Source: an optimization exercise on an open RTL-to-GDS flow (aim: small area and a short achievable clock period). Production flows keep margins and buffers that such runs may drop. The RTL was checked by simulation tests, not by an equivalence proof against the original design. Power figures rest on the tool's default switching activity, not on a simulated workload.

==> flow/design.v <==
module tlb_sv32_plru #(
  parameter int unsigned TLB_ENTRIES = 16,
  parameter int unsigned ASID_WIDTH  = 9
) (
  input  logic                  clk_i,
  input  logic                  rst_i,
  input  logic                  flush_i,
  input  logic [ASID_WIDTH-1:0] asid_to_be_flushed_i,
  input  logic [31:0]           vaddr_to_be_flushed_i,
  input  logic                  update_valid_i,
  input  logic                  update_is_4M_i,
  input  logic                  update_global_i,
  input  logic [19:0]           update_vpn_i,
  input  logic [ASID_WIDTH-1:0] update_asid_i,
  input  logic [31:0]           update_content_i,
  input  logic                  lu_access_i,
  input  logic [ASID_WIDTH-1:0] lu_asid_i,
  input  logic [31:0]           lu_vaddr_i,
  output logic                  lu_hit_o,
  output logic                  lu_is_4M_o,
  output logic [31:0]           lu_content_o,
  output logic [31:0]           hit_count_o,
  output logic [31:0]           miss_count_o,
  output logic                  full_o
);
  localparam int unsigned N     = TLB_ENTRIES;
  localparam int unsigned IDX_W = (N > 1) ? $clog2(N) : 1;
  localparam int unsigned NODES = N - 1;
  function automatic logic [N-1:0] lowest_oh(input logic [N-1:0] v);
    logic [N-1:0] r;
    logic         seen;
    seen = 1'b0;
    for (int i = 0; i < int'(N); i++) begin
      r[i] = v[i] & ~seen;
      seen = seen | v[i];
    end
    lowest_oh = r;
  endfunction
  function automatic logic [N-1:0] plru_victim_oh(input logic [NODES-1:0] tree);
    logic [N-1:0] r;
    int unsigned  node;
    logic         on;
    for (int e = 0; e < int'(N); e++) begin
      node = 32'd0;
      on   = 1'b1;
      for (int l = 0; l < int'(IDX_W); l++) begin
        if (e[IDX_W-1-l]) begin
          on   = on & tree[node];
          node = 32'd2 * node + 32'd2;
        end else begin
          on   = on & ~tree[node];
          node = 32'd2 * node + 32'd1;
        end
      end
      r[e] = on;
    end
    plru_victim_oh = r;
  endfunction
  function automatic logic [NODES-1:0] plru_touch_oh(input logic [NODES-1:0] tree,
                                                     input logic [N-1:0]     oh);
    logic [NODES-1:0] t;
    int unsigned      lo, span;
    logic             l_any, r_any;
    t = tree;
    for (int n = 0; n < int'(NODES); n++) begin
      int unsigned lvl, first;
      lvl = 0;
      first = 0;
      for (int l = 0; l < int'(IDX_W); l++) begin
        if (n + 1 >= (1 << (l + 1))) begin
          lvl = l + 1;
        end
      end
      first = (1 << lvl) - 1;
      span  = N >> lvl;
      lo    = (n - first) * span;
      l_any = 1'b0;
      r_any = 1'b0;
      for (int e = 0; e < int'(N); e++) begin
        if (e >= lo && e < lo + span / 2) l_any = l_any | oh[e];
        if (e >= lo + span / 2 && e < lo + span) r_any = r_any | oh[e];
      end
      if (l_any | r_any) t[n] = l_any;
    end
    plru_touch_oh = t;
  endfunction
  logic [N-1:0]          valid_r;
  logic [N-1:0]          is_4m_r;
  logic [N-1:0]          global_r;
  logic [19:0]           vpn_r     [N];
  logic [ASID_WIDTH-1:0] asid_r    [N];
  logic [31:0]           content_r [N];
  logic [NODES-1:0]      plru_r;
  logic [31:0]           hit_count_r;
  logic [31:0]           miss_count_r;
  logic                  full_r;
  logic [N-1:0] lu_match_s;
  logic [N-1:0] lu_sel_s;
  logic         lu_hit_s;
  logic [31:0]  lu_content_s;
  logic         lu_is_4m_s;
  always_comb begin
    for (int i = 0; i < int'(N); i++) begin
      lu_match_s[i] = valid_r[i] && (global_r[i] || (asid_r[i] == lu_asid_i)) &&
                      (vpn_r[i][19:10] == lu_vaddr_i[31:22]) &&
                      (is_4m_r[i] || (vpn_r[i][9:0] == lu_vaddr_i[21:12]));
    end
    lu_sel_s = lowest_oh(lu_match_s) & {N{lu_access_i}};
    lu_hit_s = lu_access_i & (|lu_match_s);
    lu_content_s = 32'd0;
    lu_is_4m_s   = 1'b0;
    for (int i = 0; i < int'(N); i++) begin
      lu_content_s = lu_content_s | (content_r[i] & {32{lu_sel_s[i]}});
      lu_is_4m_s   = lu_is_4m_s | (is_4m_r[i] & lu_sel_s[i]);
    end
  end
  logic                  upd_en_s;
  logic [9:0]            cmp_hi_s;
  logic [9:0]            cmp_lo_s;
  logic [ASID_WIDTH-1:0] cmp_asid_s;
  logic                  fl_asid0_s;
  logic                  fl_addr0_s;
  logic [N-1:0]          c_addr_s;
  logic [N-1:0]          c_asid_s;
  logic [N-1:0]          dup_s;
  logic [N-1:0]          flush_hit_s;
  logic [N-1:0]          slot_s;
  logic [N-1:0]          valid_next_s;
  logic [NODES-1:0]      plru_next_s;
  assign upd_en_s   = update_valid_i & ~flush_i;
  assign cmp_hi_s   = flush_i ? vaddr_to_be_flushed_i[31:22] : update_vpn_i[19:10];
  assign cmp_lo_s   = flush_i ? vaddr_to_be_flushed_i[21:12] : update_vpn_i[9:0];
  assign cmp_asid_s = flush_i ? asid_to_be_flushed_i : update_asid_i;
  assign fl_asid0_s = (asid_to_be_flushed_i == '0);
  assign fl_addr0_s = (vaddr_to_be_flushed_i == 32'd0);
  always_comb begin
    for (int i = 0; i < int'(N); i++) begin
      c_addr_s[i]    = (vpn_r[i][19:10] == cmp_hi_s) &&
                       (is_4m_r[i] || (vpn_r[i][9:0] == cmp_lo_s));
      c_asid_s[i]    = (asid_r[i] == cmp_asid_s);
      dup_s[i]       = valid_r[i] && (is_4m_r[i] == update_is_4M_i) && c_asid_s[i] &&
                       c_addr_s[i];
      flush_hit_s[i] = (fl_addr0_s || c_addr_s[i]) &&
                       (fl_asid0_s || (!global_r[i] && c_asid_s[i]));
    end
  end
  logic [N-1:0] fallback_s;
  always_comb begin
    if (&valid_r) begin
      fallback_s = plru_victim_oh(plru_r);
    end else begin
      fallback_s = lowest_oh(~valid_r);
    end
    if (|dup_s) begin
      slot_s = lowest_oh(dup_s);
    end else begin
      slot_s = fallback_s;
    end
  end
  always_comb begin
    if (flush_i) begin
      valid_next_s = valid_r & ~flush_hit_s;
    end else if (update_valid_i) begin
      valid_next_s = valid_r | slot_s;
    end else begin
      valid_next_s = valid_r;
    end
    plru_next_s = plru_touch_oh(plru_touch_oh(plru_r, lu_sel_s),
                                slot_s & {N{upd_en_s}});
  end
  always_ff @(posedge clk_i or posedge rst_i) begin
    if (rst_i) begin
      valid_r      <= '0;
      plru_r       <= '0;
      hit_count_r  <= 32'd0;
      miss_count_r <= 32'd0;
      full_r       <= 1'b0;
    end else begin
      valid_r <= valid_next_s;
      plru_r  <= plru_next_s;
      full_r  <= &valid_next_s;
      if (lu_hit_s && (hit_count_r != 32'hFFFF_FFFF)) begin
        hit_count_r <= hit_count_r + 32'd1;
      end
      if (lu_access_i && !lu_hit_s && (miss_count_r != 32'hFFFF_FFFF)) begin
        miss_count_r <= miss_count_r + 32'd1;
      end
    end
  end
  always_ff @(posedge clk_i) begin
    for (int i = 0; i < int'(N); i++) begin
      if (upd_en_s && slot_s[i]) begin
        is_4m_r[i]   <= update_is_4M_i;
        global_r[i]  <= update_global_i;
        vpn_r[i]     <= update_vpn_i;
        asid_r[i]    <= update_asid_i;
        content_r[i] <= update_content_i;
      end
    end
  end
  assign lu_hit_o     = lu_hit_s;
  assign lu_is_4M_o   = lu_is_4m_s;
  assign lu_content_o = lu_content_s;
  assign hit_count_o  = hit_count_r;
  assign miss_count_o = miss_count_r;
  assign full_o       = full_r;
endmodule
==> flow/run.sh <==
#!/bin/bash
# synth_recipe.tcl (not shown) runs the flow's synth.tcl, then flattens the netlist and writes it again
# the make line also repeats each setting of config.mk as NAME=value (left out here)
make -C /OpenROAD-flow-scripts/flow DESIGN_CONFIG=/design/flow/config.mk WORK_HOME=/design/flow/orfs CLKGATE_MAP_FILE= SYNTH_SCRIPT=/design/flow/synth_recipe.tcl finish
==> flow/config.mk <==
export PLATFORM = sky130hd
export DESIGN_NAME = tlb_sv32_plru
export DESIGN_NICKNAME = tlb_sv32_plru
export VERILOG_FILES = /design/flow/design.v
export SDC_FILE = /design/flow/constraint.sdc
export NUM_CORES = 4
export LEC_CHECK = 0
export CAP_MARGIN = 20
export CORE_MARGIN = 2
export CORE_UTILIZATION = 40
export SETUP_SLACK_MARGIN = 2.0
export SLEW_MARGIN = 20
==> flow/constraint.sdc <==
create_clock -name core_clock -period 8.5 [get_ports {clk_i}]
set_input_delay 1.7000 -clock core_clock [delete_from_list [all_inputs] [get_ports {clk_i}]]
set_output_delay 1.7000 -clock core_clock [all_outputs]
set_load 0.01 [all_outputs]
==> results.tsv, run 1 <==
metric	value	unit
total track usage	0.261	
Clock transition at path regs	0.06	ns
# DRC	0	
met2 routed WL	80000	µm
fin cells	5957	
port bufs	236	
placed cells	5593	
register area	0.0327	mm²
endpoints failing hold	0	
RSZ-0062 raised after global routing	true	
Fillers	10600	
path depth of the worst reg2reg path	11	
largest net degree at the start of global routing	65	
crit-path cells	buf_8, buf_12, buf_4, xor2_2, nor3_2, a41oi_2, nor3_2, or3_4, or3_4, buf_8, nor4b_4, buf_12, buf_12, buf_8, a22oi_1, nand3_1, a221o_1, buf_2	
Logic pwr share	0.112	
initial antenna violation count	11	
crit-path max cell delay	0.44	ns
Die Span Y	361	µm
Clk pwr share	0.395	
layout cells sized above 1	0.215	
Setup TNS	0	ns
Root Driver	clkbuf_16	
number of global-route vias before repair	34100	
drt pass-1 iters	6	
Post-synth EDFFs	1008	
syn avg cell area	14.2	µm²
post-layout util	0.510	
CP Launch Type	input port	
final hold slack	0.494	ns
worst-path fanout max	7	
Net Switching	3.28	mW
Pleak	21.3	nW
Final min period	6.78	ns
sw frac	0.254	
Hold Crit Start	hit_count_r[18]	
fmax	0.148	GHz
Crit. Startpoint	lu_asid_i[7]	
Mapped Nets	3728	
max-cap violations	0	
Hold WC Path Type	flip-flop to flip-flop	
Design Area, Final	0.0643	mm²
global-route wire length before repair	245000	µm
CTS buffer count	118	
Syn. warnings	4	
M1 wire length	69900	µm
Layout Nets	4355	
fin crit share	0.797	
Die X	361	µm
I/O pin cnt	249	
Area Growth Syn to Fin	26.3	%
Detail Placement HPWL	111000	µm
Routed WL per cell	29.0	µm
top routing layer in use	met5	
worst reg2reg startpoint	vpn_r[8][12]	
Clock Path Buffers	3	
core footprint	0.126	mm²
Peak supply drop	0.000188	V
first-iteration detailed-routing DRC count	3894	
htree depth	3	
Async SR Flop Fraction	0.0870	
Final Wtd Congestion	0.960	
Sink Count	1104	
Int Pwr	9.64	mW
Main synth FF type	edfxtp_1	
cell row count	130	
worst skew pair latency	0.77	ns
status	timing/DRC/antenna clean	
total gr overflow	0	
worst endpoint required time	6.80	ns
Clock Skew	0.0338	ns
Avg Vias per Cell	5.78	
CP Class	input port to output port	
Worst setup EP type	output port	
ant diodes	0	
antenna-violating nets left	0	
Post-Synthesis Cell Area	0.0509	mm²
Cell Pwr Density	201	mW/mm²
Post-CTS Hold Buffers	0	
Max transition margin	0.155	
Initial Util	0.404	
max-slew violations	0	
Crit path arrival time	5.08	ns
Slowest-stage cell, CP	or3_4	
Slew @ Worst Pin	1.26	ns
Met3 Routed Length	14900	µm
Gate Count Post-Synth	3576	
final wirelength	173000	µm
Cell variety after synth	72	
post-synthesis sequential area ratio	0.641	
worst hold stages	1	
flops & latches, synth	1104	
die area	0.130	mm²
Via Count	34400	
multi-input combinational cell area	0.0187	mm²
clock tree from TritonCTS	built	
Placed Instance Area	0.0574	mm²
Reg power frac	0.493	
# setup viols final	0	
==> cells by family after synthesis <==
kind of cell             after synthesis  share of synthesized area
XOR/XNOR                            1006                      0.173
buffers and inverters                191                     0.0197
adder cells (fa/ha/maj)                2                   0.000491
flip-flops                          1104                      0.641
multiplexers                          31                     0.0131
AO/OA/AOI/OAI                        402                     0.0617
AND/OR/NAND/NOR                      840                     0.0907
==> worst paths after layout <==
check                                   end  slack, ns
max in group asynchronous   hit_count_r[10]       5.95
hold reg to reg             hit_count_r[18]       0.49
min in group asynchronous  miss_count_r[29]       1.39
setup / recovery           lu_content_o[28]       1.72
setup reg to reg                  plru_r[0]       4.00
hold / removal              hit_count_r[18]       0.49
==> layout by cell type (no fill, tap or decap), types with 24 or more instances in the layout <==
cell             synthesis  final
nor3_1                  83     67
buf_4                    7    292
clkbuf_1                65     32
mux2i_4                 28     28
nand4_1                112    112
dfrtp_1                 96     96
a222oi_1                35     35
a22oi_2                  0     24
a22oi_1                109     85
nand3_1                121    109
clkdlybuf4s50_1          0    172
nand2_1                127    125
nor2_1                 107     98
inv_1                   34     25
xnor2_1                692    687
a22o_1                  35     35
o21ai_0                 26     26
buf_6                   16     64
nor4_2                   3     35
clkinv_2                 0     31
a21oi_1                 32     24
nor4_1                 169    126
clkbuf_16                0    120
edfxtp_1              1008   1008
xor2_1                 314    300
buf_2                   59     27
buf_12                   2     73
==> power by group through the flow <==
stage / logic [mW] / registers (mW) / clock network (mW)
floorplan: 0.773 / 6.42 / 0
global placement: 1.34 / 6.47 / 0
detailed placement: 1.34 / 6.47 / 0
CTS: 1.41 / 6.36 / 5.15
global route: 1.53 / 6.39 / 5.37
finish: 1.44 / 6.37 / 5.11
==> metrics by stage <==
stage                     setup WS, ns  total power [mW]
after floorplan                   1.98              7.20
after global placement           0.135              7.80
after detailed placement         0.127              7.82
after CTS                         1.80              12.9
after global routing              1.64              13.3
final                             1.72              12.9
==> critical path, delay by kind of cell <==
family,cells,cell delay [ns]
simple gates,6,1.40
buf+inv,8,1.15
compound gates,3,0.69
xor+xnor,1,0.13
==> cells in the mapped netlist, drive strengths merged, types with 3 or more instances <==
cell    number  area, µm²
o22ai        8       50.1
and4        10       87.6
o31ai        8       60.1
nor3        83        415
nor4b       13        178
a211oi      19        148
a22o        35        307
nor4       172       1090
a31oi       11       68.8
nand3b       9       67.6
a21oi       32        160
nand2b       3       18.8
o221ai       3       26.3
and4b        4       40.0
buf         92        632
xor2       314       2750
a222oi      35        350
nand3      121        606
nor2       107        402
a22oi      109        818
nand2      127        477
mux2i       29        644
o21bai       5       37.5
inv         34        128
clkbuf      65        244
or4          5       41.3
a221o       19        190
or2          8       50.1
o21ai       26        130
xnor2      692       6060
and2        11       68.8
or3         18        113
nand4      112        701
edfxtp    1008      30300
a31o         5       43.8
nor2b        6       37.5
and3        19        119
o211ai      11       82.6
nand4b       5       43.8
dfrtp       96       2400
a41oi       37        324
a221oi      20        175
nor3b        3       22.5
a41o         4       40.0
==> per-layer routing <==
layer / track usage / vias to the layer above
met5: 0 / -
met2: 0.411 / 1709
met1: 0.351 / 17500
met4: 0.117 / 12
met3: 0.0477 / 336
li1: - / 14900
==> cell type report <==
| class | instances | share of cell area |
|---|---|---|
| inverters | 34 | 0.00224 |
| well taps | 1650 | 0.0321 |
| multi-input cells | 2281 | 0.290 |
| repair buffers | 664 | 0.108 |
| clock inverters | 70 | 0.0106 |
| clock buffers | 154 | 0.0486 |
| flip-flops and latches | 1104 | 0.508 |
==> registers in the layout, indices dropped and copies added (netlist names) <==
name / count
asid_r: 144
content_r: 512
full_r: 1
global_r: 16
hit_count_r: 32
is_4m_r: 16
miss_count_r: 32
plru_r: 15
valid_r: 16
vpn_r: 320
==> repair_timing <==
item                       CTS  global route
setup buffers               91            35
pin swaps                  123            90
gates cloned                13             1
setup endpoints to repair   77           203
resized for setup          534           118
==> run 2: changes to the inputs <==
--- a/flow/design.v
+++ b/flow/design.v
@@ -99,19 +99,51 @@
   logic         lu_hit_s;
   logic [31:0]  lu_content_s;
   logic         lu_is_4m_s;
+  localparam int unsigned GS = 4;
+  localparam int unsigned NG = N / GS;
+  logic [NG-1:0] grp_hit_s;
+  logic [NG-1:0] grp_sel_s;
+  logic [31:0]   grp_content_s [NG];
+  logic [NG-1:0] grp_is_4m_s;
   always_comb begin
     for (int i = 0; i < int'(N); i++) begin
       lu_match_s[i] = valid_r[i] && (global_r[i] || (asid_r[i] == lu_asid_i)) &&
                       (vpn_r[i][19:10] == lu_vaddr_i[31:22]) &&
                       (is_4m_r[i] || (vpn_r[i][9:0] == lu_vaddr_i[21:12]));
     end
-    lu_sel_s = lowest_oh(lu_match_s) & {N{lu_access_i}};
-    lu_hit_s = lu_access_i & (|lu_match_s);
+    for (int g = 0; g < int'(NG); g++) begin
+      logic seen;
+      seen = 1'b0;
+      grp_content_s[g] = 32'd0;
+      grp_is_4m_s[g]   = 1'b0;
+      for (int k = 0; k < int'(GS); k++) begin
+        lu_sel_s[g*GS+k]  = lu_match_s[g*GS+k] & ~seen;
+        seen              = seen | lu_match_s[g*GS+k];
+        grp_content_s[g]  = grp_content_s[g] | (content_r[g*GS+k] & {32{lu_sel_s[g*GS+k]}});
+        grp_is_4m_s[g]    = grp_is_4m_s[g] | (is_4m_r[g*GS+k] & lu_sel_s[g*GS+k]);
+      end
+      grp_hit_s[g] = seen;
+    end
+    begin
+      logic gseen;
+      gseen = 1'b0;
+      for (int g = 0; g < int'(NG); g++) begin
+        grp_sel_s[g] = grp_hit_s[g] & ~gseen & lu_access_i;
+        gseen        = gseen | grp_hit_s[g];
+      end
+    end
+    lu_hit_s  = lu_access_i & (|lu_match_s);
     lu_content_s = 32'd0;
     lu_is_4m_s   = 1'b0;
-    for (int i = 0; i < int'(N); i++) begin
-      lu_content_s = lu_content_s | (content_r[i] & {32{lu_sel_s[i]}});
-      lu_is_4m_s   = lu_is_4m_s | (is_4m_r[i] & lu_sel_s[i]);
+    for (int g = 0; g < int'(NG); g++) begin
+      lu_content_s = lu_content_s | (grp_content_s[g] & {32{grp_sel_s[g]}});
+      lu_is_4m_s   = lu_is_4m_s | (grp_is_4m_s[g] & grp_sel_s[g]);
+    end
+  end
+  logic [N-1:0] lu_win_s;
+  always_comb begin
+    for (int i = 0; i < int'(N); i++) begin
+      lu_win_s[i] = lu_sel_s[i] & grp_sel_s[i / GS];
     end
   end
   logic                  upd_en_s;
@@ -165,7 +197,7 @@
     end else begin
       valid_next_s = valid_r;
     end
-    plru_next_s = plru_touch_oh(plru_touch_oh(plru_r, lu_sel_s),
+    plru_next_s = plru_touch_oh(plru_touch_oh(plru_r, lu_win_s),
                                 slot_s & {N{upd_en_s}});
   end
   always_ff @(posedge clk_i or posedge rst_i) begin
==> results.tsv, run 2 <==
metric	value	unit	change
port bufs	236		unchanged
commonest non-fill, non-tap cell in the layout	edfxtp_1		
number of flip-flops in the largest register	512		unchanged
core footprint	0.129	mm²	+2.7%
Area Growth Syn to Fin	25.4	%	
Initial Util	0.403		-0.000981
final wirelength	186000	µm	+7.6%
total gr overflow	0		unchanged
Syn. warnings	5		+1
Slew @ Worst Pin	1.24	ns	-0.0212 ns
endpoints failing hold	0		unchanged
Final Wtd Congestion	0.971		+1.2%
layout cells sized above 1	0.192		-0.0228
clock tree from TritonCTS	built		
Crit path arrival time	4.82	ns	-0.26 ns
Clock Skew	0.0795	ns	+0.0457 ns
Root Driver	clkbuf_16		
biggest registers after layout	content_r (512), vpn_r (320), asid_r (144)		
dpl ws	0.521	ns	+0.394 ns
Die X	365	µm	+1.2%
Layout Nets	4577		+5.1%
post-layout util	0.505		-0.00479
synth cell count leaders	1,008 x edfxtp_1, 704 x xnor2_1, 301 x xor2_1		
initial antenna violation count	14		+3
worst skew pair latency	0.79	ns	+0.02 ns
drt pass-1 iters	8		+2
CP Class	input port to output port		
max-cap violations	0		unchanged
M1 wire length	74900	µm	+7.1%
Biggest register	content_r		
largest net degree at the start of global routing	68		+4.6%
post-synthesis sequential area ratio	0.626		-0.0154
status	timing/DRC/antenna clean		
met2 routed WL	84900	µm	+6.1%
leading area contributor after synthesis	edfxtp_1		
number of global-route vias before repair	35200		+3.2%
first-iteration detailed-routing DRC count	4133		+6.1%
CTS buffer count	118		unchanged
Cell variety after synth	81		+13%
worst endpoint required time	6.80	ns	about the same
worst-path fanout max	7		unchanged
CP Launch Type	input port		
Setup TNS	0	ns	unchanged
# DRC	0		unchanged
RSZ-0062 raised after global routing	true		
top routing layer in use	met5		
fin crit share	0.767		-0.0305
total track usage	0.276		+0.0153
htree depth	3		unchanged
antenna-violating nets left	0		unchanged
Pleak	21.1	nW	-0.76%
Peak supply drop	0.000192	V	+2.0%
Met3 Routed Length	18200	µm	+22%
Max transition margin	0.165		+0.0103
max-slew violations	0		unchanged
Avg Vias per Cell	5.82		+0.74%
Final min period	6.52	ns	-0.259 ns
most frequent cells in the layout	1,008 x edfxtp_1, 702 x xnor2_1, 293 x xor2_1		
Clock transition at path regs	0.06	ns	about the same
Post-Synthesis Cell Area	0.0522	mm²	+2.5%
Cell Pwr Density	196	mW/mm²	-2.6%
Mapped Nets	4018		+7.8%
# setup viols final	0		unchanged
Hold WC Path Type	flip-flop to flip-flop		
Die Span Y	365	µm	+1.2%
Clock Path Buffers	3		unchanged
die area	0.133	mm²	+2.4%
cell row count	132		+1.5%
Via Count	36500		+6.0%
Detail Placement HPWL	110000	µm	-1.6%
Final WS setup	1.98	ns	+0.259 ns
Routed WL per cell	29.7	µm	+2.2%
Sink Count	1104		unchanged
Main synth FF type	edfxtp_1		
Worst setup EP type	output port		
I/O pin cnt	249		unchanged
Async SR Flop Fraction	0.0870		unchanged
Post-CTS Hold Buffers	0		unchanged
Post-synth EDFFs	1008		unchanged
top-count cell post-synth	edfxtp_1		
Yosys top cell area share	0.580		-0.0143
global-route wire length before repair	262000	µm	+6.7%
syn avg cell area	13.5	µm²	-5.2%
flops & latches, synth	1104		unchanged
Gate Count Post-Synth	3866		+8.1%
synth top area cells	edfxtp_1 58%, xnor2_1 12%, xor2_1 5.1%		
fmax	0.153	GHz	+4.0%
run 2: cell families after synthesis:
group,share of synthesized area
buf+inv,0.0229
compound gates,0.0710
simple gates,0.0987
fa+ha+maj,0.000479
mux,0.0121
flops,0.626
xor+xnor,0.169
run 2: final timing paths:
kind                                 from          endpoint  slack, ns  cells past startpoint
max in group asynchronous           rst_i       valid_r[13]       5.77                      3
setup / recovery           lu_vaddr_i[14]  lu_content_o[30]       1.98                     14
hold reg to reg            hit_count_r[4]    hit_count_r[4]       0.49                      1
hold / removal             hit_count_r[4]    hit_count_r[4]       0.49                      1
setup reg to reg               valid_r[0]   content_r[0][0]       4.23                      9
min in group asynchronous           rst_i   miss_count_r[5]       1.38                      2
run 2: critical path, cell delays in order:
cell	delay (ns)
buf_2	0.15
bufbuf_16	0.30
xor2_2	0.17
nor4_2	0.09
a41oi_2	0.38
nor3b_4	0.10
or2_4	0.27
or3_4	0.40
nor3_4	0.28
nand2_4	0.12
buf_12	0.15
clkbuf_16	0.18
o221ai_2	0.22
clkdlybuf4s15_2	0.27
run 2: per-stage QoR:
stage | hold WS [ns] | std cells | power, mW | instance area (µm²)
2_1_floorplan | 0.515 | 3866 | 7.21 | 52200
3_3_place_gp | 0.478 | 5864 | 7.83 | 58100
3_5_place_dp | 0.483 | 5865 | 7.84 | 58100
4_1_cts | 0.490 | 6251 | 12.8 | 65000
5_1_grt | 0.514 | 6270 | 13.2 | 65400
6_report | 0.488 | 6271 | 12.8 | 65400
run 2: per-layer routing:
metal | track usage | vias up
met1 | 0.371 | 18400
met4 | 0.112 | 20
li1 | - | 15700
met3 | 0.0567 | 406
met5 | 0 | -
met2 | 0.437 | 2022
run 2: layout make-up:
class / count / area (µm²)
antenna: 2 / 5.00
multi-input combinational: 2522 / 19700
sequential: 1104 / 32700
tap: 1742 / 2180
clock buffer: 159 / 3160
timing repair buffer: 640 / 7030
inverter: 39 / 153
clock inverter: 63 / 539
fill: 11000 / 64000
run 2: power by group:
group	switching, mW	leakage (nW)	internal [mW]
Sequential	0.185	10.3	6.18
Combinational	0.901	9.01	0.597
Clock	2.23	1.78	2.71
run 2: timing repair:
action                     4_1_cts  5_1_grt
setup endpoints to repair       34       39
cloned                          28        1
resized for setup              445      112
buffers inserted               136       17
pin swaps                       76       53
==> run 3: changes to the inputs <==
--- a/flow/config.mk
+++ b/flow/config.mk
@@ -8,5 +8,6 @@
 export CAP_MARGIN = 20
 export CORE_MARGIN = 2
 export CORE_UTILIZATION = 40
+export CTS_BUF_LIST = sky130_fd_sc_hd__clkbuf_4 sky130_fd_sc_hd__clkbuf_8
 export SETUP_SLACK_MARGIN = 2.0
 export SLEW_MARGIN = 20
==> results.tsv, run 3 <==
metric	value	unit	change
status	timing/DRC/antenna clean		
worst endpoint required time	6.80	ns	about the same
Synth Area in Simple Gates	0.0987		unchanged
I/O pin cnt	249		unchanged
post-synthesis sequential area ratio	0.626		unchanged
mux share of post-synthesis cell area	0.0121		unchanged
total gr overflow	0		unchanged
number of flip-flops in the largest register	512		unchanged
Pleak	21.6	nW	+2.2%
drt pass-1 iters	7		-1
placed cells	5865		unchanged
fin crit share	0.764		-0.00217
Crit. Startpoint	lu_asid_i[6]		
Slew @ Worst Pin	1.06	ns	-0.178 ns
Via Count	37100		+1.6%
Cell variety after synth	81		unchanged
worst-path fanout max	5		-2
worst skew pair latency	0.98	ns	+0.19 ns
max-cap violations	0		unchanged
dpl ws	0.521	ns	unchanged
most frequent cells in the layout	1,008 x edfxtp_1, 701 x xnor2_1, 297 x xor2_1		
number of global-route vias before repair	35800		+1.6%
Final Wtd Congestion	0.971		unchanged
Async SR Flop Fraction	0.0870		unchanged
post-synthesis xor/xnor area fraction	0.169		unchanged
Gate Count Post-Synth	3866		unchanged
Post-CTS Hold Buffers	0		unchanged
Detail Placement HPWL	110000	µm	unchanged
Peak supply drop	0.000169	V	-12%
first-iteration detailed-routing DRC count	4488		+8.6%
core footprint	0.129	mm²	unchanged
RSZ-0062 raised after global routing	false		
adder-cell share of the synthesized area	0.000479		unchanged
Syn. warnings	5		unchanged
Die Span Y	365	µm	unchanged
# setup viols final	0		unchanged
Clock Path Buffers	3		unchanged
Root Driver	clkbuf_8		
Sink Count	1104		unchanged
Fillers	11000		-0.23%
Avg Vias per Cell	5.79		-0.62%
clock tree from TritonCTS	built		
post-synthesis compound-gate area fraction	0.0710		unchanged
endpoints failing hold	0		unchanged
CP Launch Type	input port		
Slowest-stage cell, CP	nor4_2		
synth top area cells	edfxtp_1 58%, xnor2_1 12%, xor2_1 5.1%		
biggest registers after layout	content_r (512), vpn_r (320), asid_r (144)		
Die X	365	µm	unchanged
CTS buffer count	189		+60%
Final WS setup	2.00	ns	+0.0185 ns
Area Growth Syn to Fin	26.2	%	
Main synth FF type	edfxtp_1		
commonest non-fill, non-tap cell in the layout	edfxtp_1		
Max transition margin	0.285		+0.120
antenna-violating nets left	0		unchanged
largest net degree at the start of global routing	68		unchanged
worst path buffer plus inverter count	10		+5
Clock Skew	0.0776	ns	-0.00191 ns
htree depth	4		+1
Biggest register	content_r		
top-count cell post-synth	edfxtp_1		
Routed WL per cell	29.6	µm	-0.23%
max-slew violations	0		unchanged
Crit path arrival time	4.80	ns	-0.02 ns
worst reg2reg startpoint	vpn_r[14][4]		
Hold Crit Start	hit_count_r[4]		
syn avg cell area	13.5	µm²	unchanged
crit-path max cell delay	0.36	ns	-0.04 ns
Yosys top cell area share	0.580		unchanged
Post-Synthesis Cell Area	0.0522	mm²	unchanged
Setup TNS	0	ns	unchanged
Mapped Nets	4018		unchanged
fmax	0.154	GHz	+0.28%
Initial Util	0.403		unchanged
Worst setup EP type	output port		
layout cells sized above 1	0.223		+0.0303
flops & latches, synth	1104		unchanged
final hold slack	0.489	ns	+0.00111 ns
die area	0.133	mm²	unchanged
crit-path cells	clkbuf_4, bufbuf_16, xor2_1, nor4_2, a41oi_2, buf_6, nor3_4, buf_4, buf_12, nor4_4, buf_4, buf_12, buf_6, a221oi_4, o221ai_4, buf_6, buf_4		
register area	0.0327	mm²	unchanged
port bufs	236		unchanged
final wirelength	190000	µm	+2.0%
Hold WC Path Type	flip-flop to flip-flop		
Clock transition at path regs	0.05	ns	about the same
total track usage	0.277		+0.000642
post-layout util	0.509		+0.00343
CP Class	input port to output port		
leading area contributor after synthesis	edfxtp_1		
Final min period	6.50	ns	-0.0185 ns
Layout Nets	4667		+2.0%
cell family with most CP delay	buffers and inverters		
global-route wire length before repair	262000	µm	+0.19%
Cell Pwr Density	195	mW/mm²	-0.51%
cell row count	132		unchanged
fin cells	6410		+2.2%
initial antenna violation count	14		unchanged
largest family of logic cells by synthesized area	XOR/XNOR gates		
synth cell count leaders	1,008 x edfxtp_1, 704 x xnor2_1, 301 x xor2_1		
Post-synth EDFFs	1008		unchanged
# DRC	0		unchanged
multi-input combinational cell area	0.0197	mm²	about the same
==> run 3: cell counts after synthesis <==
No cell type changed its count.
==> run 3: repair_timing <==
action,CTS,global route
cloned,27,7
pin swaps,57,68
resized for setup,424,134
setup buffers,131,36
hold endpoints to repair,0,0
endpoints found under the setup margin,34,35
==> run 3: area by class of cell <==
cell class,count,share of cell area
Sequential cell,1104,0.496
Multi-Input combinational cell,2523,0.299
Clock inverter,82,0.0105
Inverter,39,0.00232
Tap cell,1742,0.0331
Antenna cell,3,0.000114
Clock buffer,259,0.0481
Timing Repair Buffer,658,0.111
==> run 3: worst paths after layout <==
kind	end	slack (ns)	cells past startpoint
setup / recovery	lu_is_4M_o	2.00	17
hold / removal	hit_count_r[4]	0.49	1
setup reg to reg	full_r	4.18	11
hold reg to reg	hit_count_r[4]	0.49	1
max in group asynchronous	valid_r[1]	5.95	3
min in group asynchronous	miss_count_r[5]	1.23	2
==> run 3: stage by stage <==
| stage | instance area [µm²] | power [mW] |
|---|---|---|
| floorplan | 52200 | 7.21 |
| global placement | 58100 | 7.83 |
| detailed placement | 58100 | 7.84 |
| CTS | 65000 | 12.8 |
| global route | 65900 | 13.2 |
| finish | 65900 | 12.8 |
==> run 3: kinds of logic (layout without fill, tap and decap cells) <==
| family | count (synthesis) | in the layout |
|---|---|---|
| simple gates | 972 | 974 |
| flops | 1104 | 1104 |
| fa+ha+maj | 2 | 2 |
| mux | 31 | 31 |
| other cells | 0 | 3 |
| xor+xnor | 1006 | 1006 |
| compound gates | 510 | 510 |
| buf+inv | 241 | 1038 |
==> run 3: routing by layer <==
| layer | vias up | global-route usage | routed length, µm |
|---|---|---|---|
| met4 | 18 | 0.119 | 8370 |
| met2 | 2029 | 0.432 | 86100 |
| li1 | 15900 | - | - |
| met3 | 419 | 0.0680 | 19300 |
| met1 | 18800 | 0.367 | 76100 |
| met5 | - | 0 | 112 |
==> run 3: where the power goes <==
group	switching (mW)	internal [mW]
clock network	2.36	2.59
logic	0.906	0.603
registers	0.188	6.19
==> run 4: changes to the inputs <==
--- a/flow/config.mk
+++ b/flow/config.mk
@@ -8,6 +8,5 @@
 export CAP_MARGIN = 20
 export CORE_MARGIN = 2
 export CORE_UTILIZATION = 40
-export CTS_BUF_LIST = sky130_fd_sc_hd__clkbuf_4 sky130_fd_sc_hd__clkbuf_8
-export SETUP_SLACK_MARGIN = 2.0
+export SETUP_SLACK_MARGIN = 3.0
 export SLEW_MARGIN = 20
==> results.tsv, run 4 <==
metric	value	unit	change
most frequent cells in the layout	1,008 x edfxtp_1, 690 x xnor2_1, 363 x buf_4		
Fillers	10700		-2.4%
antenna-violating nets left	0		unchanged
Avg Vias per Cell	5.79		about the same
Yosys top cell area share	0.580		unchanged
Die Span Y	365	µm	unchanged
Syn. warnings	5		unchanged
# DRC	0		unchanged
clock tree from TritonCTS	built		
total gr overflow	0		unchanged
routing usage on met1	0.368		+0.00123
I/O pin cnt	249		unchanged
post-synthesis sequential area ratio	0.626		unchanged
leading area contributor after synthesis	edfxtp_1		
synth cell count leaders	1,008 x edfxtp_1, 704 x xnor2_1, 301 x xor2_1		
Clock transition at path regs	0.06	ns	about the same
die area	0.133	mm²	unchanged
# setup viols final	0		unchanged
top-count cell post-synth	edfxtp_1		
Post-synth EDFFs	1008		unchanged
number of flip-flops in the largest register	512		unchanged
Area Growth Syn to Fin	32.0	%	
Async SR Flop Fraction	0.0870		unchanged
Sink Count	1104		unchanged
path depth of the worst reg2reg path	8		-3
Worst setup EP type	output port		
biggest registers after layout	content_r (512), vpn_r (320), asid_r (144)		
Final Wtd Congestion	0.963		-0.80%
max-cap violations	0		unchanged
FF-to-FF setup slack	4.37	ns	+0.19 ns
first-iteration detailed-routing DRC count	4368		-2.7%
core footprint	0.129	mm²	unchanged
dpl ws	0.359	ns	-0.162 ns
fin crit share	0.758		-0.00689
endpoints failing hold	0		unchanged
commonest non-fill, non-tap cell in the layout	edfxtp_1		
Cell Pwr Density	189	mW/mm²	-3.0%
Post-CTS Hold Buffers	0		unchanged
Crit. Startpoint	lu_asid_i[5]		
layout cells sized above 1	0.256		+0.0331
Layout Nets	4765		+2.1%
fin cells	6461		+0.80%
Routed WL per cell	29.6	µm	-0.17%
synth top area cells	edfxtp_1 58%, xnor2_1 12%, xor2_1 5.1%		
cell row count	132		unchanged
number of global-route vias before repair	36500		+1.9%
Clock Skew	0.0361	ns	-0.0415 ns
status	timing/DRC/antenna clean		
worst skew pair latency	0.77	ns	-0.21 ns
Initial Util	0.403		unchanged
Mapped Nets	4018		unchanged
Pleak	22.7	nW	+5.1%
Via Count	37400		+0.86%
Biggest register	content_r		
Final min period	6.44	ns	-0.0586 ns
Post-Synthesis Cell Area	0.0522	mm²	unchanged
worst r2r dst	content_r[12][25]		
Root Driver	clkbuf_16		
Max transition margin	0.228		-0.0569
Final WS setup	2.06	ns	+0.0586 ns
port bufs	236		unchanged
busiest layer in global routing	met2		
global-route wire length before repair	265000	µm	+1.1%
Cell variety after synth	81		unchanged
Critical Path Sink	lu_content_o[13]		
CP Launch Type	input port		
max-slew violations	0		unchanged
Setup TNS	0	ns	unchanged
Gate Count Post-Synth	3866		unchanged
final wirelength	191000	µm	+0.63%
Die X	365	µm	unchanged
Peak supply drop	0.000177	V	+5.2%
syn avg cell area	13.5	µm²	unchanged
flops & latches, synth	1104		unchanged
largest net degree at the start of global routing	68		unchanged
htree depth	3		-1
worst endpoint required time	6.80	ns	about the same
drt pass-1 iters	5		-2
CTS buffer count	121		-36%
total track usage	0.278		+0.00160
worst-path fanout max	8		+3
initial antenna violation count	14		unchanged
placed cells	5902		+0.63%
Slew @ Worst Pin	1.15	ns	+0.0957 ns
Crit path arrival time	4.74	ns	-0.06 ns
Hold WC Path Type	flip-flop to flip-flop		
met3 usage	0.0696		+0.00156
Detail Placement HPWL	114000	µm	+3.8%
CP Class	input port to output port		
Main synth FF type	edfxtp_1		
fmax	0.155	GHz	+0.91%
RSZ-0062 raised after global routing	true		
Clock Path Buffers	3		unchanged
worst reg2reg startpoint	valid_r[2]		
GR Util met2	0.435		+0.00331
[run 4: cell counts after synthesis]
Identical to the previous run, type by type.
[run 4: through the flow]
step / utilization / power [mW] / hold WS, ns / instance area (µm²)
floorplan: - / 7.24 / 0.515 / 53000
global placement: 0.454 / 7.84 / 0.477 / 58700
detailed placement: 0.454 / 7.86 / 0.478 / 58700
CTS: 0.519 / 13.0 / 0.490 / 67200
global route: 0.532 / 13.4 / 0.502 / 68900
finish: 0.532 / 13.0 / 0.486 / 68900
[run 4: cell families after synthesis]
family | count (synthesis) | synth area share
adder cells (fa/ha/maj) | 2 | 0.000479
AND/OR/NAND/NOR | 972 | 0.0987
XOR/XNOR | 1006 | 0.169
flip-flops | 1104 | 0.626
buffers and inverters | 241 | 0.0229
AO/OA/AOI/OAI | 510 | 0.0710
multiplexers | 31 | 0.0121
[run 4: metal layers]
| metal | share of wire | vias to the layer above |
|---|---|---|
| met3 | 0.11 | 397 |
| met4 | 0.043 | 14 |
| met5 | 0.00086 | - |
| li1 | - | 16000 |
| met2 | 0.46 | 1959 |
| met1 | 0.39 | 19000 |
[run 4: worst max-delay path: stages]
cell and delay, ns:
buf_12 0.12, buf_12 0.14, buf_4 0.14, xor2_1 0.20, nor3_2 0.08, a41oi_2 0.20
buf_6 0.16, nor3b_4 0.06, or2_4 0.26, or3_4 0.36, nor3_4 0.25, nand2_4 0.21
buf_12 0.21, buf_12 0.13, o22a_1 0.23, o221ai_2 0.09, buf_2 0.16
[run 4: worst min-delay path by stage]
stage                         start               to  slack [ns]  cells after the start
floorplan           hit_count_r[10]  hit_count_r[10]        0.51                      1
global placement     hit_count_r[4]   hit_count_r[4]        0.48                      1
detailed placement  hit_count_r[20]  hit_count_r[20]        0.48                      1
CTS                 hit_count_r[20]  hit_count_r[20]        0.49                      1
global route        miss_count_r[9]  miss_count_r[9]        0.50                      1
finish              miss_count_r[9]  miss_count_r[9]        0.49                      1
[run 4: repair_timing]
item | in CTS | in global routing
cloned | 27 | 3
buffers inserted | 222 | 78
endpoints found under the hold margin | 0 | 0
gates resized for setup | 690 | 168
pin swaps | 119 | 96
endpoints found under the setup margin | 1125 | 771
[run 4: cell type report]
cell class	instances	area (µm²)	share of cell area
Antenna cell	5	12.5	0.000182
Clock buffer	149	3130	0.0455
Clock inverter	75	572	0.00830
Inverter	39	160	0.00232
Multi-Input combinational cell	2523	21000	0.305
Sequential cell	1104	32700	0.474
Tap cell	1742	2180	0.0316
Timing Repair Buffer	824	9200	0.133
[run 4: report_power, final]
group          total, mW  switching [mW]  internal, mW  leakage, nW
logic               1.61           0.944         0.663         10.5
clock network       5.04            2.23          2.81         1.81
registers           6.38           0.195          6.19         10.3
total               13.0            3.36          9.66         22.7
==> run 5: changes to the inputs <==
==> flow/flow/run.sh (new file) <==
#!/bin/bash
# Standard ORFS layout with three changes: port buffers are plain buf_2 cells,
# the resizer may swap cells across footprints, and non-critical cells are
# downsized after global routing. Each tool's output goes to a log file here.
set -euo pipefail
bash standard.sh \
  "BUFFER_PORTS_ARGS=-buffer_cell sky130_fd_sc_hd__buf_2" \
  MATCH_CELL_FOOTPRINT=0 \
  RECOVER_POWER=100 \
  finish > make_finish.log 2>&1
cp -r orfs/logs/sky130hd/tlb_sv32_plru/base orfs_logs 2>/dev/null || true
==> flow/standard.sh (new file) <==
#!/bin/bash
# synth_recipe.tcl (not shown) runs the flow's synth.tcl, then flattens the netlist and writes it again
# the make line also repeats each setting of config.mk as NAME=value (left out here)
make -C /OpenROAD-flow-scripts/flow DESIGN_CONFIG=/design/flow/config.mk WORK_HOME=/design/flow/orfs CLKGATE_MAP_FILE= SYNTH_SCRIPT=/design/flow/synth_recipe.tcl "${@:-finish}"
--- a/flow/config.mk
+++ b/flow/config.mk
@@ -8,5 +8,5 @@
 export CAP_MARGIN = 20
 export CORE_MARGIN = 2
 export CORE_UTILIZATION = 40
-export SETUP_SLACK_MARGIN = 3.0
+export SETUP_SLACK_MARGIN = 2.0
 export SLEW_MARGIN = 20
removed: flow/run.sh
==> results.tsv, run 5 <==
metric	value	unit	change
status	complete, but fails checks		
Die Span Y	365	µm	unchanged
biggest registers after layout	content_r (512), vpn_r (320), asid_r (144)		
Sink Count	1104		unchanged
Mapped Nets	4018		unchanged
Final Wtd Congestion	0.965		+0.19%
clock tree from TritonCTS	built		
RSZ-0062 raised after global routing	true		
commonest non-fill, non-tap cell in the layout	edfxtp_1		
flops & latches, synth	1104		unchanged
number of global-route vias before repair	34000		-6.7%
Slew @ Worst Pin	3.41	ns	+2.26 ns
Post-Synthesis Cell Area	0.0522	mm²	unchanged
# DRC	0		unchanged
first-iteration detailed-routing DRC count	4101		-6.1%
# setup viols final	0		unchanged
cell row count	132		unchanged
Via Count	35500		-5.1%
Clock Path Buffers	3		unchanged
max-cap violations	9		+9
layout cells sized above 1	0.156		-0.0998
Initial Util	0.403		unchanged
Layout Nets	4402		-7.6%
number of flip-flops in the largest register	512		unchanged
final wirelength	178000	µm	-6.7%
Syn. warnings	5		unchanged
SO Viols	max-capacitance violations, max-slew violations		
drt pass-1 iters	5		unchanged
Root Driver	clkbuf_16		
final hold slack	0.490	ns	+0.00395 ns
Peak supply drop	0.000202	V	+14%
path depth of the worst reg2reg path	16		+8
fmax	0.134	GHz	-14%
worst endpoint required time	8.85	ns	+2.05 ns
CTS buffer count	117		-3.3%
worst skew pair latency	0.81	ns	+0.04 ns
Final min period	7.46	ns	+1.02 ns
Clock transition at path regs	0.06	ns	about the same
Yosys top cell area share	0.580		unchanged
Async SR Flop Fraction	0.0870		unchanged
Crit path arrival time	7.81	ns	+3.07 ns
Detail Placement HPWL	108000	µm	-5.4%
worst-path fanout max	17		+9
Hold WC Path Type	flip-flop to flip-flop		
total gr overflow	0		unchanged
Post-CTS Hold Buffers	0		unchanged
Routed WL per cell	29.2	µm	-1.1%
Max transition margin	-1.28		-1.50
Cell Pwr Density	208	mW/mm²	+10%
Fillers	11500		+6.8%
antenna-violating nets left	0		unchanged
max-slew violations	212		+212
die area	0.133	mm²	unchanged
global-route wire length before repair	248000	µm	-6.6%
CP Launch Type	input port		
Area Growth Syn to Fin	18.0	%	
Pleak	19.4	nW	-14%
Post-synth EDFFs	1008		unchanged
most frequent cells in the layout	1,008 x edfxtp_1, 704 x xnor2_1, 300 x xor2_1		
Setup TNS	0	ns	unchanged
Clock Skew	0.0927	ns	+0.0566 ns
Avg Vias per Cell	5.83		+0.61%
Worst setup EP type	flip-flop		
worst hold stages	1		unchanged
synth cell count leaders	1,008 x edfxtp_1, 704 x xnor2_1, 301 x xor2_1		
total track usage	0.259		-0.0191
core footprint	0.129	mm²	unchanged
endpoints failing hold	0		unchanged
htree depth	3		unchanged
I/O pin cnt	249		unchanged
Main synth FF type	edfxtp_1		
port bufs	236		unchanged
initial antenna violation count	14		unchanged
Gate Count Post-Synth	3866		unchanged
CP Class	input port to flip-flop		
Cell variety after synth	81		unchanged
largest net degree at the start of global routing	69		+1.5%
top-count cell post-synth	edfxtp_1		
post-synthesis sequential area ratio	0.626		unchanged
leading area contributor after synthesis	edfxtp_1		
Die X	365	µm	unchanged
synth top area cells	edfxtp_1 58%, xnor2_1 12%, xor2_1 5.1%		
Biggest register	content_r		
fin crit share	0.878		+0.120
syn avg cell area	13.5	µm²	unchanged
run 5: cell counts after synthesis:
Identical to the previous run, type by type.
run 5: logic make-up after synthesis:
family / Yosys count / share of synthesized area
flops: 1104 / 0.626
fa+ha+maj: 2 / 0.000479
simple gates: 972 / 0.0987
xor+xnor: 1006 / 0.169
buf+inv: 241 / 0.0229
mux: 31 / 0.0121
compound gates: 510 / 0.0710
run 5: routing by layer:
layer / track usage / wire (µm) / up-vias
met2: 0.407 / 81600 / 1851
met5: 0 / 95 / -
li1: - / - / 15300
met3: 0.0548 / 17500 / 395
met4: 0.107 / 7380 / 14
met1: 0.350 / 71800 / 18000
run 5: cell type report:
type	instances	area (µm²)	share of cell area
inverters	39	153	0.00248
clock inverters	73	754	0.0122
flip-flops and latches	1104	32700	0.530
diodes	5	12.5	0.000203
well taps	1742	2180	0.0354
multi-input cells	2523	19200	0.312
clock buffers	146	3060	0.0496
repair buffers	465	3580	0.0581
run 5: final timing paths:
| path | startpoint | endpoint | slack (ns) |
|---|---|---|---|
| max | update_vpn_i[8] | vpn_r[6][5] | 1.04 |
| min | hit_count_r[24] | hit_count_r[24] | 0.49 |
| max reg2reg | vpn_r[10][6] | hit_count_r[17] | 3.66 |
| min reg2reg | hit_count_r[24] | hit_count_r[24] | 0.49 |
| max in group asynchronous | rst_i | valid_r[1] | 3.02 |
| min in group asynchronous | rst_i | miss_count_r[13] | 1.50 |
run 5: repair_timing:
item                                    in CTS  in global routing
cloned                                       8                  7
pin swaps                                   17                 29
endpoints found under the setup margin      34                104
gates resized for setup                    191                 81
buffers inserted                            17                 53
run 5: critical path, stage by stage:
cell,delay [ns]
clkbuf_1,1.04
mux2i_1,0.94
buf_4,0.49
xnor2_1,0.21
nor4_1,0.08
a41oi_1,0.76
nor3_1,0.27
nor4_2,0.49
nand3_1,0.42
nand3b_1,0.35
a21oi_4,0.28
clkbuf_1,0.75
run 5: metrics by stage:
| stage | total power, mW | area [µm²] | instances | setup slack, ns | util |
|---|---|---|---|---|---|
| 3_5_place_dp | 7.75 | 56100 | 5787 | 0.717 | 0.433 |
| 2_1_floorplan | 7.21 | 52200 | 3866 | 1.87 | - |
| 5_1_grt | 13.2 | 61600 | 6094 | 0.994 | 0.476 |
| 6_report | 12.8 | 61600 | 6097 | 1.04 | 0.476 |
| 3_3_place_gp | 7.74 | 56100 | 5787 | 0.804 | 0.433 |
| 4_1_cts | 12.8 | 61000 | 6031 | 2.00 | 0.471 |
run 5: where the power goes:
group | internal, mW | total [mW] | switching (mW)
clock network | 2.84 | 5.11 | 2.26
logic | 0.471 | 1.34 | 0.871
registers | 6.19 | 6.37 | 0.180
==> run 6: changes to the inputs <==
==> flow/flow/run.sh (replaced) <==
#!/bin/bash
# Standard ORFS layout with two changes: port buffers are plain buf_2 cells,
# and the resizer may swap cells across footprints. Each tool's output goes to a log file here.
set -euo pipefail
bash standard.sh \
  "BUFFER_PORTS_ARGS=-buffer_cell sky130_fd_sc_hd__buf_2" \
  MATCH_CELL_FOOTPRINT=0 \
  finish > make_finish.log 2>&1
cp -r orfs/logs/sky130hd/tlb_sv32_plru/base orfs_logs 2>/dev/null || true
--- a/flow/config.mk
+++ b/flow/config.mk
@@ -8,5 +8,7 @@
 export CAP_MARGIN = 20
 export CORE_MARGIN = 2
 export CORE_UTILIZATION = 40
+export CTS_CLUSTER_DIAMETER = 60
+export CTS_CLUSTER_SIZE = 20
 export SETUP_SLACK_MARGIN = 2.0
 export SLEW_MARGIN = 20
==> results.tsv, run 6 <==
metric	value	unit	change
status	timing/DRC/antenna clean		
total track usage	0.258		-0.00139
Crit path arrival time	4.80	ns	-3.01 ns
FF-to-FF setup slack	4.18	ns	+0.52 ns
Die X	365	µm	unchanged
overall power	12.8	mW	-0.14%
fmax	0.154	GHz	+15%
Critical Path Sink	lu_content_o[8]		
leading area contributor after synthesis	edfxtp_1		
fin cells	6083		-0.23%
global-route wire length before repair	246000	µm	-0.48%
max-cap violations	0		-9
I/O pin cnt	249		unchanged
post-synthesis sequential area ratio	0.626		unchanged
Max transition margin	0.237		+1.51
Final Wtd Congestion	0.965		unchanged
worst endpoint required time	6.80	ns	-2.05 ns
Final min period	6.50	ns	-0.963 ns
# DRC	0		unchanged
CTS buffer count	102		-13%
worst-path fanout max	7		-10
# setup viols final	0		unchanged
Area Growth Syn to Fin	18.7	%	
Slew @ Worst Pin	1.12	ns	-2.29 ns
Clock Skew	0.0956	ns	+0.00294 ns
worst reg2reg startpoint	valid_r[0]		
path depth of the worst reg2reg path	10		-6
Die Span Y	365	µm	unchanged
final wirelength	179000	µm	+0.50%
first-iteration detailed-routing DRC count	4058		-1.0%
core footprint	0.129	mm²	unchanged
placed cells	5787		unchanged
layout cells sized above 1	0.199		+0.0431
RSZ-0062 raised after global routing	true		
drt pass-1 iters	5		unchanged
number of flip-flops in the largest register	512		unchanged
number of global-route vias before repair	33900		-0.39%
clock tree from TritonCTS	built		
die area	0.133	mm²	unchanged
register area	0.0327	mm²	unchanged
initial antenna violation count	9		-5
Initial Util	0.403		unchanged
Pleak	19.9	nW	+3.0%
Sink Count	1104		unchanged
commonest non-fill, non-tap cell in the layout	edfxtp_1		
Setup TNS	0	ns	unchanged
top-count cell post-synth	edfxtp_1		
Root Driver	clkbuf_16		
most frequent cells in the layout	1,008 x edfxtp_1, 704 x xnor2_1, 296 x xor2_1		
Async SR Flop Fraction	0.0870		unchanged
Final WS setup	2.00	ns	+0.963 ns
Main synth FF type	edfxtp_1		
Mapped Nets	4018		unchanged
max-slew violations	0		-100%
Cell variety after synth	81		unchanged
Post-Synthesis Cell Area	0.0522	mm²	unchanged
CP Class	input port to output port		
Yosys top cell area share	0.580		unchanged
Clock Path Buffers	3		unchanged
total gr overflow	0		unchanged
Hold WC Path Type	flip-flop to flip-flop		
Cell Pwr Density	207	mW/mm²	-0.74%
Syn. warnings	5		unchanged
syn avg cell area	13.5	µm²	unchanged
Layout Nets	4403		+0.023%
endpoints failing hold	0		unchanged
Via Count	35700		+0.57%
antenna-violating nets left	0		unchanged
synth cell count leaders	1,008 x edfxtp_1, 704 x xnor2_1, 301 x xor2_1		
worst r2r dst	content_r[5][0]		
Routed WL per cell	29.5	µm	+0.73%
synth top area cells	edfxtp_1 58%, xnor2_1 12%, xor2_1 5.1%		
port bufs	236		unchanged
Post-synth EDFFs	1008		unchanged
Biggest register	content_r		
multi-input combinational cell area	0.0193	mm²	+0.29%
Detail Placement HPWL	108000	µm	unchanged
worst skew pair latency	0.78	ns	-0.03 ns
CP Launch Type	input port		
largest net degree at the start of global routing	69		unchanged
fin crit share	0.765		-0.113
biggest registers after layout	content_r (512), vpn_r (320), asid_r (144)		
Gate Count Post-Synth	3866		unchanged
Clock transition at path regs	0.07	ns	about the same
Fillers	11400		-0.78%
Post-CTS Hold Buffers	0		unchanged
flops & latches, synth	1104		unchanged
Peak supply drop	0.000195	V	-3.4%
Crit. Startpoint	lu_asid_i[4]		
cell row count	132		unchanged
htree depth	3		unchanged
dpl ws	0.717	ns	unchanged
Worst setup EP type	output port		
Avg Vias per Cell	5.87		+0.80%
## run 6: cell families (layout without fill, tap and decap cells)
family	Yosys count	count (layout)	share of synthesized area
buffers and inverters	241	711	0.0229
other	0	4	0
adder cells (fa/ha/maj)	2	2	0.000479
XOR/XNOR	1006	1006	0.169
flip-flops	1104	1104	0.626
multiplexers	31	31	0.0121
AND/OR/NAND/NOR	972	973	0.0987
AO/OA/AOI/OAI	510	510	0.0710
## run 6: layout make-up
class,instances,area share
well taps,1742,0.0352
clock buffers,108,0.0417
clock inverters,82,0.0183
diodes,4,0.000162
inverters,39,0.00248
multi-input cells,2522,0.311
repair buffers,482,0.0644
flip-flops and latches,1104,0.527
## run 6: layer usage
metal,GRT usage,routed length [µm]
met4,0.0950,6810
met2,0.407,82200
met1,0.349,72000
met3,0.0553,18100
met5,0,76
## run 6: power by group
part | switching (mW) | internal [mW] | leakage [nW]
clock network | 2.35 | 2.72 | 1.79
registers | 0.181 | 6.18 | 10.3
logic | 0.883 | 0.491 | 7.84
total | 3.41 | 9.38 | 19.9
## run 6: stage by stage
| stage | hold WS, ns | instance area [µm²] | util |
|---|---|---|---|
| detailed placement | 0.478 | 56100 | 0.433 |
| floorplan | 0.515 | 52200 | - |
| CTS | 0.492 | 60900 | 0.471 |
| finish | 0.489 | 62000 | 0.479 |
| global route | 0.509 | 62000 | 0.479 |
| global placement | 0.471 | 56100 | 0.433 |
## run 6: critical path: stages
cell,delay [ns]
buf_6,0.16
buf_12,0.15
buf_12,0.12
xor2_1,0.19
nor3_1,0.10
a41oi_2,0.39
nor4_4,0.09
buf_4,0.18
or3_4,0.42
nor3_4,0.27
nand2_4,0.13
buf_2,0.20
buf_4,0.15
o221ai_2,0.31
buf_2,0.21
## run 6: what timing repair did
action,CTS,global route
endpoints found under the setup margin,34,106
pin swaps,18,29
buffers inserted,27,60
cloned,6,8
gates resized for setup,186,76
## run 6: how the worst min path moves through the flow
stage | endpoint | depth (start not counted) | from
4_1_cts | hit_count_r[22] | 1 | hit_count_r[22]
2_1_floorplan | hit_count_r[10] | 1 | hit_count_r[10]
5_1_grt | hit_count_r[4] | 1 | hit_count_r[4]
3_5_place_dp | hit_count_r[22] | 1 | hit_count_r[22]
6_report | hit_count_r[24] | 1 | hit_count_r[24]
3_3_place_gp | hit_count_r[20] | 1 | hit_count_r[20]
==> run 7: changes to the inputs <==
--- a/flow/config.mk
+++ b/flow/config.mk
@@ -8,7 +8,5 @@
 export CAP_MARGIN = 20
 export CORE_MARGIN = 2
 export CORE_UTILIZATION = 40
-export CTS_CLUSTER_DIAMETER = 60
-export CTS_CLUSTER_SIZE = 20
 export SETUP_SLACK_MARGIN = 2.0
 export SLEW_MARGIN = 20
==> results.tsv, run 7 <==
metric	value	unit	change
worst skew pair latency	0.80	ns	+0.02 ns
fin crit share	0.766		+0.00129
Hold WC Path Type	flip-flop to flip-flop		
worst r2r dst	content_r[4][29]		
biggest registers after layout	content_r (512), vpn_r (320), asid_r (144)		
largest net degree at the start of global routing	69		unchanged
# setup viols final	0		unchanged
CTS buffer count	117		+15%
busiest layer in global routing	met2		
Design Area, Final	0.0619	mm²	about the same
commonest non-fill, non-tap cell in the layout	edfxtp_1		
Slew @ Worst Pin	1.14	ns	+0.0233 ns
I/O pin cnt	249		unchanged
Gate Count Post-Synth	3866		unchanged
post-synthesis sequential area ratio	0.626		unchanged
flops & latches, synth	1104		unchanged
Clock transition at path regs	0.06	ns	about the same
Cell Pwr Density	207	mW/mm²	+0.29%
Layout Nets	4402		-0.023%
Worst setup EP type	output port		
synth top area cells	edfxtp_1 58%, xnor2_1 12%, xor2_1 5.1%		
Avg Vias per Cell	5.83		-0.82%
total gr overflow	0		unchanged
GR Util met2	0.407		-0.000743
Initial Util	0.403		unchanged
total track usage	0.259		+0.00139
Setup TNS	0	ns	unchanged
Syn. warnings	5		unchanged
Post-Synthesis Cell Area	0.0522	mm²	unchanged
met3 usage	0.0548		-0.000439
placed cells	5787		unchanged
Crit path arrival time	4.81	ns	about the same
max-cap violations	0		unchanged
die area	0.133	mm²	unchanged
number of flip-flops in the largest register	512		unchanged
drt pass-1 iters	7		+2
Clock Skew	0.0926	ns	-0.00304 ns
routing usage on met1	0.350		+0.000448
Critical Path Sink	lu_content_o[10]		
# DRC	0		unchanged
Post-synth EDFFs	1008		unchanged
Final Wtd Congestion	0.965		unchanged
worst endpoint required time	6.80	ns	about the same
Die Span Y	365	µm	unchanged
post-layout util	0.478		about the same
final wirelength	178000	µm	-0.48%
htree depth	3		unchanged
status	timing/DRC/antenna clean		
Final min period	6.51	ns	+0.0110 ns
CP Launch Type	input port		
fmax	0.154	GHz	-0.17%
Die X	365	µm	unchanged
worst reg2reg startpoint	vpn_r[15][9]		
Detail Placement HPWL	108000	µm	unchanged
syn avg cell area	13.5	µm²	unchanged
first-iteration detailed-routing DRC count	4015		-1.1%
initial antenna violation count	14		+5
Async SR Flop Fraction	0.0870		unchanged
port bufs	236		unchanged
endpoints failing hold	0		unchanged
core footprint	0.129	mm²	unchanged
Crit. Startpoint	lu_asid_i[6]		
Clock Path Buffers	3		unchanged
Main synth FF type	edfxtp_1		
CP Class	input port to output port		
Mapped Nets	4018		unchanged
cell row count	132		unchanged
Routed WL per cell	29.3	µm	-0.71%
antenna-violating nets left	0		unchanged
synth cell count leaders	1,008 x edfxtp_1, 704 x xnor2_1, 301 x xor2_1		
Cell variety after synth	81		unchanged
Placed Instance Area	0.0561	mm²	unchanged
path depth of the worst reg2reg path	10		unchanged
Sink Count	1104		unchanged
global-route wire length before repair	248000	µm	+0.48%
Area Growth Syn to Fin	18.7	%	about the same
leading area contributor after synthesis	edfxtp_1		
Pleak	19.9	nW	about the same
final hold slack	0.485	ns	-0.00341 ns
clock tree from TritonCTS	built		
Max transition margin	0.227		-0.00964
overall power	12.8	mW	+0.24%
Final WS setup	1.99	ns	-0.0110 ns
Yosys top cell area share	0.580		unchanged
top-count cell post-synth	edfxtp_1		
layout cells sized above 1	0.194		-0.00496
most frequent cells in the layout	1,008 x edfxtp_1, 704 x xnor2_1, 300 x xor2_1		
fin cells	6097		+0.23%
max-slew violations	0		unchanged
Root Driver	clkbuf_16		
Via Count	35500		-0.59%
worst-path fanout max	6		-1
FF-to-FF setup slack	4.10	ns	-0.08 ns
dpl ws	0.717	ns	unchanged
number of global-route vias before repair	34000		+0.39%
Biggest register	content_r		
Peak supply drop	0.000202	V	+3.7%
RSZ-0062 raised after global routing	true		
run 7: cell counts after synthesis:
No cell type changed its count.
run 7: critical path, cell delays in order:
cell and delay [ns]:
buf_4 0.15, buf_12 0.15, buf_4 0.13, xor2_1 0.15, nor4_2 0.07, a41oi_2 0.47
nor3b_4 0.11, buf_6 0.15, nor4_4 0.32, nand3_2 0.15, nor3_4 0.26, nand2_4 0.22
buf_4 0.22, o221ai_2 0.32, buf_2 0.21
run 7: worst min path at each step:
stage               startpoint              end  depth (start not counted)
6_report       hit_count_r[24]  hit_count_r[24]                          1
5_1_grt         hit_count_r[4]   hit_count_r[4]                          1
4_1_cts        hit_count_r[18]  hit_count_r[18]                          1
3_5_place_dp   hit_count_r[22]  hit_count_r[22]                          1
3_3_place_gp   hit_count_r[20]  hit_count_r[20]                          1
2_1_floorplan  hit_count_r[10]  hit_count_r[10]                          1
run 7: timing repair:
item | in CTS | in global routing
buffers inserted | 17 | 53
gates resized for setup | 191 | 81
endpoints found under the setup margin | 34 | 104
hold buffers | 0 | 0
gates cloned | 8 | 7
pin swaps | 17 | 29
run 7: area by class of cell:
cell class / count / area, µm²
clock buffer: 146 / 3060
timing repair buffer: 465 / 3820
sequential: 1104 / 32700
antenna: 5 / 12.5
clock inverter: 73 / 754
inverter: 39 / 154
tap: 1742 / 2180
multi-input combinational: 2523 / 19300
fill: 11400 / 67500
run 7: routing by layer:
metal / wire [µm] / part of all wire
met5: 108 / 0.00061
met4: 7190 / 0.040
met3: 17300 / 0.097
met2: 81900 / 0.46
met1: 71800 / 0.40
run 7: cell families (layout without fill, tap and decap cells):
family                     Yosys count  count (layout)  share of synthesized area
xor gates and xnor gates          1006            1006                      0.169
buffers and inverters              241             723                     0.0229
and+or+nand+nor                    972             974                     0.0987
AOI/OAI and AO/OA                  510             510                     0.0710
other                                0               5                          0
adders and majority gates            2               2                   0.000479
DFF                               1104            1104                      0.626
muxes                               31              31                     0.0121
run 7: report_power, final:
group          switching (mW)  internal [mW]  leakage [nW]
Clock                    2.26           2.84          1.87
Sequential              0.181           6.18          10.3
Combinational           0.875          0.484          7.76
Total                    3.32           9.51          19.9
==> run 8: changes to the inputs <==
--- a/flow/config.mk
+++ b/flow/config.mk
@@ -8,5 +8,5 @@
 export CAP_MARGIN = 20
 export CORE_MARGIN = 2
 export CORE_UTILIZATION = 40
-export SETUP_SLACK_MARGIN = 2.0
+export SETUP_SLACK_MARGIN = 1.5
 export SLEW_MARGIN = 20
==> results.tsv, run 8 <==
metric	value	unit	change
clock tree from TritonCTS	built		
Slowest-stage cell, CP	nor3_1		
Async SR Flop Fraction	0.0870		unchanged
Fillers	11600		+1.4%
Cell Pwr Density	212	mW/mm²	+2.2%
worst skew pair latency	0.81	ns	about the same
RSZ-0062 raised after global routing	true		
Worst setup EP type	output port		
core footprint	0.129	mm²	unchanged
CP Launch Type	input port		
initial antenna violation count	16		+2
worst r2r dst	hit_count_r[17]		
Max transition margin	0.244		+0.0165
number of flip-flops in the largest register	512		unchanged
commonest non-fill, non-tap cell in the layout	edfxtp_1		
max-slew violations	0		unchanged
Layout Nets	4327		-1.7%
Final min period	6.96	ns	+0.444 ns
Syn. warnings	5		unchanged
Gate Count Post-Synth	3866		unchanged
fin cells	6023		-1.2%
crit-path max cell delay	0.58	ns	+0.11 ns
crit-path cells	buf_2, xnor2_1, nand4_1, nor3_1, o221ai_1, nor2b_1, and4_2, nand2_2, buf_12, o22a_1, o221ai_1, buf_2		
Die Span Y	365	µm	unchanged
Yosys top cell area share	0.580		unchanged
Pleak	19.3	nW	-3.2%
Post-CTS Hold Buffers	0		unchanged
Clock Path Buffers	3		unchanged
Root Driver	clkbuf_16		
worst path buffer plus inverter count	3		-3
max-cap violations	0		unchanged
Post-Synthesis Cell Area	0.0522	mm²	unchanged
Crit path arrival time	5.26	ns	+0.45 ns
final wirelength	172000	µm	-3.6%
Avg Vias per Cell	5.76		-1.2%
cell family with most CP delay	simple AND/OR/NAND/NOR gates		
most frequent cells in the layout	1,008 x edfxtp_1, 704 x xnor2_1, 301 x xor2_1		
worst-path fanout max	34		+28
flops & latches, synth	1104		unchanged
Die X	365	µm	unchanged
htree depth	3		unchanged
Crit. Startpoint	lu_vaddr_i[27]		
Clock transition at path regs	0.06	ns	about the same
status	timing/DRC/antenna clean		
layout cells sized above 1	0.164		-0.0298
synth cell count leaders	1,008 x edfxtp_1, 704 x xnor2_1, 301 x xor2_1		
cell row count	132		unchanged
hold endpoint	hit_count_r[24]		
top-count cell post-synth	edfxtp_1		
largest net degree at the start of global routing	69		unchanged
antenna-violating nets left	0		unchanged
worst endpoint required time	6.80	ns	about the same
Area Growth Syn to Fin	15.6	%	
port bufs	236		unchanged
total track usage	0.253		-0.00661
drt pass-1 iters	5		-2
Sink Count	1104		unchanged
fin crit share	0.818		+0.0522
synth top area cells	edfxtp_1 58%, xnor2_1 12%, xor2_1 5.1%		
FF-to-FF setup slack	3.95	ns	-0.15 ns
I/O pin cnt	249		unchanged
global-route wire length before repair	242000	µm	-2.1%
Hold WC Path Type	flip-flop to flip-flop		
CP Class	input port to output port		
Peak supply drop	0.000201	V	-0.24%
overall power	12.8	mW	-0.40%
leading area contributor after synthesis	edfxtp_1		
Biggest register	content_r		
Initial Util	0.403		unchanged
Via Count	34700		-2.4%
first-iteration detailed-routing DRC count	3861		-3.8%
[run 8: cell counts after synthesis]
No cell type changed its count.
[run 8: per-stage QoR]
step / hold slack [ns] / util / setup slack, ns / instance area (µm²)
after floorplan: 0.515 / - / 1.87 / 52200
after global placement: 0.471 / 0.433 / 0.804 / 56100
after detailed placement: 0.478 / 0.433 / 0.717 / 56100
after CTS: 0.490 / 0.464 / 1.50 / 60100
after global routing: 0.508 / 0.466 / 1.47 / 60400
final: 0.486 / 0.466 / 1.54 / 60400
[run 8: worst max path at each step]
stage                             endpoint  cells past startpoint
final                     lu_content_o[30]                     12
after global routing       lu_content_o[8]                     15
after CTS                 lu_content_o[10]                     13
after detailed placement  lu_content_o[24]                     12
after global placement    lu_content_o[24]                     12
after floorplan                  plru_r[0]                     14
[run 8: repair_timing]
action / CTS / global route
buffers inserted: 4 / 4
resized for setup: 45 / 41
endpoints found under the setup margin: 34 / 32
cloned: 1 / 1
pin swaps: 6 / 4
[run 8: cells by family after synthesis]
family,share of synthesized area
DFF,0.626
xor gates and xnor gates,0.169
and+or+nand+nor,0.0987
AOI/OAI and AO/OA,0.0710
buffers and inverters,0.0229
muxes,0.0121
adders and majority gates,0.000479
[run 8: where the power goes]
| part | total, mW | internal (mW) | switching (mW) |
|---|---|---|---|
| clock | 5.10 | 2.84 | 2.26 |
| sequential | 6.36 | 6.18 | 0.179 |
| combinational | 1.31 | 0.457 | 0.856 |
| total | 12.8 | 9.49 | 3.29 |
[run 8: worst register-to-register path: cells and delay by family (launching register included)]
family | cells | cell delay, ns
flops | 1 | 0.42
buf+inv | 3 | 1.02
compound gates | 2 | 0.43
xor+xnor | 2 | 0.37
simple gates | 7 | 2.16
[run 8: routing by layer]
| layer | up-vias | share of wire | track usage | routed length, µm |
|---|---|---|---|---|
| li1 | 15100 | - | - | - |
| met1 | 17600 | 0.42 | 0.343 | 71600 |
| met2 | 1615 | 0.46 | 0.399 | 79000 |
| met3 | 362 | 0.084 | 0.0503 | 14400 |
| met4 | 14 | 0.040 | 0.0967 | 6810 |
| met5 | - | 0.00059 | 0 | 102 |
[run 8: final cells by class]
type,count,area [µm²],share of cell area
Inverter,39,153,0.00253
Timing Repair Buffer,392,2780,0.0460
Clock inverter,73,754,0.0125
Tap cell,1742,2180,0.0361
Clock buffer,146,3060,0.0506
Sequential cell,1104,32700,0.541
Antenna cell,6,15.0,0.000249
Multi-Input combinational cell,2521,18800,0.311

Check on run 8: ideal ports give 1.545 ns setup slack; a clkbuf_16 on the clock port and buf_2 on the inputs give 1.499 ns; moving port delays by the midpoint clock arrival (0.836 ns) as well gives 1.140 ns.
